Source: an optimization exercise on an open RTL-to-GDS flow (aim: small area, a short achievable clock period and few clock cycles). Production flows keep margins and buffers that such runs may drop.
At most, simulation tests tie the RTL to the original design; equivalence was not proved.

Design chirp_gen, start of the top module:
module chirp_gen #(
  parameter int PRECISION = 32,
  parameter int SYM_W     = 12
) (
  input  logic                       clk,
  input  logic                       rst,
  input  logic                       sym_valid,
  output logic                       sym_ready,
  input  logic [SYM_W-1:0]           sym_value,
  input  logic [CHIRP_TYPE_SIZE-1:0] chirp_type,
  input  logic [3:0]                 sf,
  input  logic [PRECISION-1:0]       bw_sr,
  input  logic [PRECISION-1:0]       phase_inc,
  input  logic [PRECISION-1:0]       symbol_size,
  output logic                       out_valid,
  input  logic                       out_ready,
  output logic [PRECISION-1:0]       phase_out,
  output logic [PRECISION-1:0]       freq_out,
  output logic                       sym_done
);
  localparam int P  = PRECISION;
  localparam int MB = P - SYM_W;    
  logic          st_mul;    
  logic          st_sub;    
  logic          st_run;    
  logic          up_r;      
  logic          cin_r;     
  logic [P-1:0]  w_r;       
  logic [P-1:0]  d_r;       
  logic [P-1:0]  cnt_r;     
  logic          shifting;
  logic          m_last;
  logic          cnt_one;
  logic          size_zero;
  logic          req_up;
  logic          beat;
  logic          start;
  logic          mult;
  logic          accept;
  logic [P-1:0]  next_freq;
  logic [P-1:0]  cnt_dec;
  logic [P-1:0]  phase_sum;
  chirp_add #(.W(P)) u_phase (.a(phase_out), .b(freq_out), .ci(1'b0), .s(phase_sum));
  chirp_add #(.W(P)) u_cnt   (.a(cnt_r), .b('1), .ci(1'b0), .s(cnt_dec));
  always_comb begin
    shifting  = (cnt_r[3:0] != 4'd0);
    m_last    = (cnt_r[P-1:MB+1] == '0);
    cnt_one   = (cnt_r == P'(1));
    size_zero = (symbol_size == '0);
    req_up    = (chirp_type == TYPE_UP);
    out_valid = st_run;
    sym_ready = st_sub;
    beat      = st_run && out_ready;
    start     = sym_valid && ((!st_mul && !st_sub && !st_run) || (beat && cnt_one));
    mult      = st_mul && !shifting;
    accept    = st_sub && sym_valid;
  end
  chirp_freq_step #(
    .PRECISION (P)
  ) u_freq_step (
    .freq       (freq_out),
    .d          (d_r),
  ...
For scale: about 1700 cells after synthesis, ~190 I/O pins, roughly 15000 sq um of cells after synthesis.
==> module chirp_gen, before the edit <==
module chirp_gen #(
  parameter int PRECISION = 32,
  parameter int SYM_W     = 12
) (
  input  logic                       clk,
  input  logic                       rst,
  input  logic                       sym_valid,
  output logic                       sym_ready,
  input  logic [SYM_W-1:0]           sym_value,
  input  logic [CHIRP_TYPE_SIZE-1:0] chirp_type,
  input  logic [3:0]                 sf,
  input  logic [PRECISION-1:0]       bw_sr,
  input  logic [PRECISION-1:0]       phase_inc,
  input  logic [PRECISION-1:0]       symbol_size,
  output logic                       out_valid,
  input  logic                       out_ready,
  output logic [PRECISION-1:0]       phase_out,
  output logic [PRECISION-1:0]       freq_out,
  output logic                       sym_done
);
  localparam int P  = PRECISION;
  localparam int MB = P - SYM_W;    
  logic          st_mul;    
  logic          st_sub;    
  logic          st_run;    
  logic          up_r;      
  logic          cin_r;     
  logic [P-1:0]  w_r;       
  logic [P-1:0]  d_r;       
  logic [P-1:0]  cnt_r;     
  logic          shifting;
  logic          m_last;
  logic          cnt_one;
  logic          size_zero;
  logic          req_up;
  logic          beat;
  logic          start;
  logic          mult;
  logic          accept;
  logic [P-1:0]  next_freq;
  logic [P-1:0]  cnt_dec;
  logic [P-1:0]  phase_sum;
  chirp_add #(.W(P)) u_phase (.a(phase_out), .b(freq_out), .ci(1'b0), .s(phase_sum));
  chirp_add #(.W(P)) u_cnt   (.a(cnt_r), .b('1), .ci(1'b0), .s(cnt_dec));
  always_comb begin
    shifting  = (cnt_r[3:0] != 4'd0);
    m_last    = (cnt_r[P-1:MB+1] == '0);
    cnt_one   = (cnt_r == P'(1));
    size_zero = (symbol_size == '0);
    req_up    = (chirp_type == TYPE_UP);
    out_valid = st_run;
    sym_ready = st_sub;
    beat      = st_run && out_ready;
    start     = sym_valid && ((!st_mul && !st_sub && !st_run) || (beat && cnt_one));
    mult      = st_mul && !shifting;
    accept    = st_sub && sym_valid;
  end
  chirp_freq_step #(
    .PRECISION (P)
  ) u_freq_step (
    .freq       (freq_out),
    .d          (d_r),
    .w          (w_r),
    .cin        (cin_r),
    .k          (cin_r || up_r),
    .up         (up_r),
    .use_test   (st_run),
    .force_fold (st_mul && cnt_r[MB]),
    .next_freq  (next_freq)
  );
  always_ff @(posedge clk or posedge rst) begin
    if (rst) begin
      st_mul    <= 1'b0;
      st_sub    <= 1'b0;
      st_run    <= 1'b0;
      up_r      <= 1'b0;
      cin_r     <= 1'b0;
      sym_done  <= 1'b0;
      phase_out <= '0;
    end else begin
      sym_done <= 1'b0;
      if (beat) begin
        phase_out <= phase_sum;
        if (cnt_one) begin
          sym_done  <= 1'b1;
          st_run    <= 1'b0;
        end
      end
      if (start) begin
        up_r      <= 1'b0;
        cin_r     <= !req_up;
        st_mul    <= req_up;
        st_sub    <= !req_up;
      end
      if (mult && m_last) begin
        cin_r     <= 1'b1;
        st_mul    <= 1'b0;
        st_sub    <= 1'b1;
      end
      if (accept) begin
        up_r      <= req_up;
        cin_r     <= !req_up;
        st_sub    <= 1'b0;
        if (size_zero) begin
          sym_done  <= 1'b1;
        end else begin
          st_run    <= 1'b1;
        end
      end
    end
  end
  always_ff @(posedge clk) begin
    if (beat) begin
      freq_out <= next_freq;
      cnt_r    <= cnt_dec;
    end
    if (start) begin
      w_r   <= bw_sr;
      cnt_r <= {sym_value, {(MB-4){1'b0}}, sf};
      if (req_up) begin
        freq_out <= '0;
        d_r      <= '0;
      end else begin
        freq_out <= {1'b0, bw_sr[P-1:1]};
        d_r      <= ~phase_inc;
      end
    end
    if (st_mul) begin
      if (shifting) begin
        w_r        <= {1'b0, w_r[P-1:1]};
        cnt_r[3:0] <= cnt_dec[3:0];
      end else begin
        freq_out       <= next_freq;
        w_r            <= {w_r[P-2:0], 1'b0};
        cnt_r[P-1:MB]  <= {1'b0, cnt_r[P-1:MB+1]};
        if (m_last) d_r <= ~{1'b0, bw_sr[P-1:1]};
      end
    end
    if (accept) begin
      freq_out <= next_freq;
      cnt_r    <= symbol_size;
      if (req_up) begin
        w_r <= ~bw_sr;
        d_r <= phase_inc;
      end
    end
  end
endmodule
==> flow/config.mk <==
export PLATFORM = sky130hd
export DESIGN_NAME = chirp_gen
export DESIGN_NICKNAME = chirp_gen
export VERILOG_FILES = /design/flow/design.v
export SDC_FILE = /design/flow/constraint.sdc
export NUM_CORES = 4
export LEC_CHECK = 0
export CAP_MARGIN = 20
export CORE_MARGIN = 2
export CORE_UTILIZATION = 50
export CTS_BUF_LIST = sky130_fd_sc_hd__clkbuf_4 sky130_fd_sc_hd__clkbuf_8
export SETUP_SLACK_MARGIN = 5
export SLEW_MARGIN = 20
==> flow/constraint.sdc <==
create_clock -name core_clock -period 9.0 [get_ports {clk}]
set_input_delay 1.8000 -clock core_clock [delete_from_list [all_inputs] [get_ports {clk}]]
set_output_delay 1.8000 -clock core_clock [all_outputs]
set_load 0.01 [all_outputs]
standard.sh (not shown) runs the stock make flow with config.mk's settings and CLKGATE_MAP_FILE= SYNTH_SCRIPT=/design/flow/synth_recipe.tcl, a recipe that flattens the netlist after the stock synthesis.
==> flow/flow/run.sh <==
#!/bin/bash
# Standard layout, with plain buf_1 cells as the port buffers.
export BUFFER_PORTS_ARGS="-buffer_cell sky130_fd_sc_hd__buf_1"
bash standard.sh > standard.log 2>&1
==> next run, changes <==
--- a/flow/design.v
+++ b/flow/design.v
@@ -88,13 +88,13 @@
   input  logic                       out_ready,
   output logic [PRECISION-1:0]       phase_out,
   output logic [PRECISION-1:0]       freq_out,
   output logic                       sym_done
 );
   localparam int P  = PRECISION;
-  localparam int MB = P - SYM_W;    
+  localparam int MB = P - SYM_W - 1;   
   logic          st_mul;    
   logic          st_sub;    
   logic          st_run;    
   logic          up_r;      
   logic          cin_r;     
   logic [P-1:0]  w_r;       
@@ -104,111 +104,112 @@
   logic          m_last;
   logic          cnt_one;
   logic          size_zero;
   logic          req_up;
   logic          beat;
   logic          start;
-  logic          mult;
+  logic          horner;
   logic          accept;
   logic [P-1:0]  next_freq;
   logic [P-1:0]  cnt_dec;
   logic [P-1:0]  phase_sum;
   chirp_add #(.W(P)) u_phase (.a(phase_out), .b(freq_out), .ci(1'b0), .s(phase_sum));
   chirp_add #(.W(P)) u_cnt   (.a(cnt_r), .b('1), .ci(1'b0), .s(cnt_dec));
   always_comb begin
     shifting  = (cnt_r[3:0] != 4'd0);
-    m_last    = (cnt_r[P-1:MB+1] == '0);
+    m_last    = (cnt_r[P-3:MB] == '0);
     cnt_one   = (cnt_r == P'(1));
     size_zero = (symbol_size == '0);
     req_up    = (chirp_type == TYPE_UP);
-    out_valid = st_run;
-    sym_ready = st_sub;
     beat      = st_run && out_ready;
     start     = sym_valid && ((!st_mul && !st_sub && !st_run) || (beat && cnt_one));
-    mult      = st_mul && !shifting;
+    horner    = st_mul && !shifting;
     accept    = st_sub && sym_valid;
   end
   chirp_freq_step #(
     .PRECISION (P)
   ) u_freq_step (
     .freq       (freq_out),
     .d          (d_r),
     .w          (w_r),
     .cin        (cin_r),
     .k          (cin_r || up_r),
     .up         (up_r),
     .use_test   (st_run),
-    .force_fold (st_mul && cnt_r[MB]),
+    .force_fold (st_mul && cnt_r[P-1]),
     .next_freq  (next_freq)
   );
   always_ff @(posedge clk or posedge rst) begin
     if (rst) begin
       st_mul    <= 1'b0;
       st_sub    <= 1'b0;
       st_run    <= 1'b0;
       up_r      <= 1'b0;
       cin_r     <= 1'b0;
+      sym_ready <= 1'b0;
+      out_valid <= 1'b0;
       sym_done  <= 1'b0;
       phase_out <= '0;
     end else begin
       sym_done <= 1'b0;
       if (beat) begin
         phase_out <= phase_sum;
         if (cnt_one) begin
+          out_valid <= 1'b0;
           sym_done  <= 1'b1;
           st_run    <= 1'b0;
         end
       end
       if (start) begin
         up_r      <= 1'b0;
-        cin_r     <= !req_up;
+        cin_r     <= 1'b1;
+        sym_ready <= !req_up;
         st_mul    <= req_up;
         st_sub    <= !req_up;
       end
-      if (mult && m_last) begin
+      if (horner) cin_r <= 1'b0;
+      if (horner && m_last) begin
         cin_r     <= 1'b1;
+        sym_ready <= 1'b1;
         st_mul    <= 1'b0;
         st_sub    <= 1'b1;
       end
       if (accept) begin
         up_r      <= req_up;
         cin_r     <= !req_up;
+        sym_ready <= 1'b0;
         st_sub    <= 1'b0;
         if (size_zero) begin
           sym_done  <= 1'b1;
         end else begin
+          out_valid <= 1'b1;
           st_run    <= 1'b1;
         end
       end
     end
   end
   always_ff @(posedge clk) begin
     if (beat) begin
       freq_out <= next_freq;
       cnt_r    <= cnt_dec;
     end
     if (start) begin
-      w_r   <= bw_sr;
-      cnt_r <= {sym_value, {(MB-4){1'b0}}, sf};
-      if (req_up) begin
-        freq_out <= '0;
-        d_r      <= '0;
-      end else begin
-        freq_out <= {1'b0, bw_sr[P-1:1]};
-        d_r      <= ~phase_inc;
-      end
+      freq_out <= {1'b0, bw_sr[P-1:1]};
+      w_r      <= bw_sr;
+      cnt_r    <= {sym_value, 1'b1, {(MB-4){1'b0}}, sf};
+      d_r      <= req_up ? ~{1'b0, bw_sr[P-1:1]} : ~phase_inc;
     end
     if (st_mul) begin
       if (shifting) begin
         w_r        <= {1'b0, w_r[P-1:1]};
         cnt_r[3:0] <= cnt_dec[3:0];
+        if (!cnt_r[P-1] && !m_last) cnt_r[P-1:MB] <= {cnt_r[P-2:MB], 1'b0};
       end else begin
-        freq_out       <= next_freq;
-        w_r            <= {w_r[P-2:0], 1'b0};
-        cnt_r[P-1:MB]  <= {1'b0, cnt_r[P-1:MB+1]};
-        if (m_last) d_r <= ~{1'b0, bw_sr[P-1:1]};
+        freq_out      <= next_freq;
+        d_r           <= m_last ? ~{1'b0, bw_sr[P-1:1]} : next_freq;
+        cnt_r[P-1:MB] <= {cnt_r[P-2:MB], 1'b0};
       end
     end
     if (accept) begin
       freq_out <= next_freq;
       cnt_r    <= symbol_size;
       if (req_up) begin
Result: Cell area went up by 1.8%. Clock-buffer cell count fell by 1. Worst hold slack loses 39 ps. Global-route usage rises by 2.5 points. Utilization climbs by 0.56 points. Area after synthesis is higher by 1.6%. Worst setup slack improves by 52 ps. Maximum frequency goes up by 1.3%. Critical path depth does not change. Wire length came out higher by 10%.
Testbench counts after the change, summed over its fixed seeds: cycles 66,537.
The RTL of the first run of this note was laid out without a check of its function.

port drivers added, routing unchanged:
The flow's constraints put no driver on any port. The routed layouts listed below were extracted and timed again, unchanged, in two steps. Step 1 (the two cells are an assumption about what drives the block):
set clk [get_ports {clk}]
set_driving_cell -lib_cell sky130_fd_sc_hd__clkbuf_16 $clk
set_driving_cell -lib_cell sky130_fd_sc_hd__buf_2 [delete_from_list [all_inputs] $clk]
Step 2 times the ports against the registers' clock, not the clock port: input delays grow and output delays shrink by t, the midpoint of the rising clock arrivals with the driver on. Three values: ideal, step 1, step 2; two values: the first two.
run | t (ns) | setup WS [ns] | worst slew at a driven data input, ns
the first run | 0.544 | 5.029 / 5.029 / 4.541 | 0.08
the second run | 0.555 | 5.081 / 5.081 / 4.604 | 0.05
After both steps every run listed still meets setup and hold. For the first run, which loses most, drivers alone change the setup slack by 0.000 ns; drivers and shift together by -0.488 ns.
